Background: an optimization exercise with open tools, aiming at small area and a short achievable clock period. Do not read the settings as production practice. Only simulation tests tie the RTL to the original design; equivalence was not proved. Power is estimated from default activity; no workload was simulated.

## build 11
Design fifo_top, start of the top module:
module fifo_top (
    input  logic        clk,
    input  logic        rst_n,
    input  logic        winc,
    input  logic [31:0] wdata,
    output logic        wfull,
    input  logic        rinc,
    output logic [31:0] rdata,
    output logic        rempty
);
Size: ~4,200 cells after synthesis, roughly 2,200 flip-flops, ~70 I/O pins, roughly 79,000 um^2 of cells after synthesis.
==> flow/config.mk <==
export PLATFORM = sky130hd
export DESIGN_NAME = fifo_top
export DESIGN_NICKNAME = fifo_top
export VERILOG_FILES = /design/flow/design.v
export SDC_FILE = /design/flow/constraint.sdc
export NUM_CORES = 4
export LEC_CHECK = 0
export CAP_MARGIN = 20
export CORE_MARGIN = 2
export CORE_UTILIZATION = 45
export CTS_CLUSTER_DIAMETER = 80
export CTS_CLUSTER_SIZE = 20
export SETUP_SLACK_MARGIN = 2.3
export SLEW_MARGIN = 20
==> flow/constraint.sdc <==
create_clock -name core_clock -period 4.5 [get_ports {clk}]
set_input_delay 0.9000 -clock core_clock [delete_from_list [all_inputs] [get_ports {clk}]]
set_output_delay 0.9000 -clock core_clock [all_outputs]
set_load 0.01 [all_outputs]
run.sh (not shown) runs the stock make flow with config.mk's settings and CLKGATE_MAP_FILE= SYNTH_SCRIPT=/design/flow/synth_recipe.tcl, a recipe that flattens the netlist after the stock synthesis.
[inputs] build 17 vs build 11
Settings: CTS_CLUSTER_DIAMETER: 80 -> unset; CTS_CLUSTER_SIZE: 20 -> unset.
- Compared with build 11, build 17 shows part of the power in the clock network higher by 9.2 points.
- For the part of the total power dissipated in combinational logic, build 17 came in 1.1 points lower than build 11 did.
- Sort build 11 and build 17 by design area, ascending, and build 11 comes first.
- Looking at non-clock buffer count, build 17 sits about 0.8% above build 11.
- Summary — total routed wire length on the met1 layer, build 17 relative to build 11: higher, by 2100 um.
- Cmp build 17 vs build 11: endpoint arrival time on the critical path higher in build 17
- The run showing the greater share of power burned in registers is build 11.
- Compared with build 11, detailed-routed wire length on met3 in build 17 decreased by a few percent.
- Build 11 -> build 17: peak fanout along the critical path flat
- Comparing the two runs side by side, build 17 comes out behind build 11 on largest voltage drop on the vdd net.
- Re minimum setup slack in the final design: build 11 was higher than build 17.
For build 58, these inputs were changed with respect to build 17:
Settings: CTS_CLUSTER_SIZE now 20, previously not set; CTS_CLUSTER_DIAMETER now 80, previously not set.
==> flow/flow/run.sh (new file) <==
#!/bin/bash
# The standard layout, with the data pins placed in fixed pairs (wdata[b] next to
# rdata[b], eight bits per die edge) so each bit's storage slice sits by its own pins.
# The control pins are left to the pin placer. Every tool's output goes to flow.log here;
# ORFS also keeps its per-step logs under orfs/logs.
set -euo pipefail
cd "$(dirname "${BASH_SOURCE[0]}")/.."
bash standard.sh IO_CONSTRAINTS="$PWD/flow/io.tcl" finish > flow.log 2>&1
==> flow/flow/io.tcl (new file) <==
# data pins only: each bit's write and read pins side by side, 8 bits per edge;
# the control pins are left to the pin placer
set block [ord::get_db_block]
set die [$block getDieArea]
set W [expr {[$die xMax] / 1000.0}]
set H [expr {[$die yMax] / 1000.0}]
set bit 0
for {set e 0} {$e < 4} {incr e} {
  set slots {}
  for {set k 0} {$k < 8} {incr k} { lappend slots "wdata\[$bit\]" "rdata\[$bit\]"; incr bit }
  set n [llength $slots]
  for {set i 0} {$i < $n} {incr i} {
    # pairs spread evenly along the edge, the two pins of a pair 3 um apart
    set pair [expr {$i / 2}]
    set f [expr {($pair + 0.5) / 8.0}]
    set off [expr {($i % 2) * 3.0}]
    set p [lindex $slots $i]
    switch $e {
      0 { place_pin -pin_name $p -layer met2 -location [list [expr {$f * $W + $off}] 0] -pin_size {0.14 0.485} -force_to_die_boundary }
      1 { place_pin -pin_name $p -layer met3 -location [list $W [expr {$f * $H + $off}]] -pin_size {0.8 0.3} -force_to_die_boundary }
      2 { place_pin -pin_name $p -layer met2 -location [list [expr {(1 - $f) * $W - $off}] $H] -pin_size {0.14 0.485} -force_to_die_boundary }
      3 { place_pin -pin_name $p -layer met3 -location [list 0 [expr {(1 - $f) * $H - $off}]] -pin_size {0.8 0.3} -force_to_die_boundary }
    }
  }
}
==> flow/standard.sh (new file) <==
#!/bin/bash
# synth_recipe.tcl (not shown) runs the flow's synth.tcl, then flattens the netlist and writes it again
# the make line also repeats each setting of config.mk as NAME=value (left out here)
make -C /OpenROAD-flow-scripts/flow DESIGN_CONFIG=/design/flow/config.mk WORK_HOME=/design/flow/orfs CLKGATE_MAP_FILE= SYNTH_SCRIPT=/design/flow/synth_recipe.tcl "${@:-finish}"
removed: flow/run.sh
Build 58 ended with more routed wire length than build 17.
Changes observed in build 58 relative to build 17: area of all placed cells without fillers went down about 3%; logic depth of the worst path, buffers included went up 4; register cell area after layout held.
Relative to build 17, worst setup slack has increased by 0.10 ns in build 58.
Via count (higher): build 58
Delta (build 58 minus build 17): number of standard cells in the layout, taps in and fillers out went down by 142; count of clock-buffer cells in the layout -about 26%; non-clock buffer count moved up.
Area added between synthesis and finish on build 58 is down relative to build 17.
Build 17 ended up with reg2out as its critical setup path kind; build 58 ended up with reg2reg.
Against build 17, internal power in build 58 fell by more than 10%.

[port drivers added, routing unchanged]
How much do the figures lean on ideal ports? The routed layouts below were timed once more, with nothing changed but the port constraints. Step 1 assumes that a clkbuf_16 drives the clock port and a buf_2 every other input. Step 2, shift: input delay + t, output delay - t, t = (earliest + latest rising clock arrival at the registers) / 2. This alone moves slack from input paths to output paths. Three values: ideal, step 1, step 2; two values: the first two.
run	t (ns)	setup slack, ns	worst data-port slew with drivers (ns)
build 11	0.882	2.027 / 1.944 / 1.410	0.29
build 17	0.936	1.986 / 1.901 / 1.292	0.29
build 58	0.901	2.089 / 2.014 / 1.529	0.05
After both steps setup and hold are still met in every run listed. For build 17, which loses most, drivers alone change the setup slack by -0.085 ns; drivers and shift together by -0.694 ns.
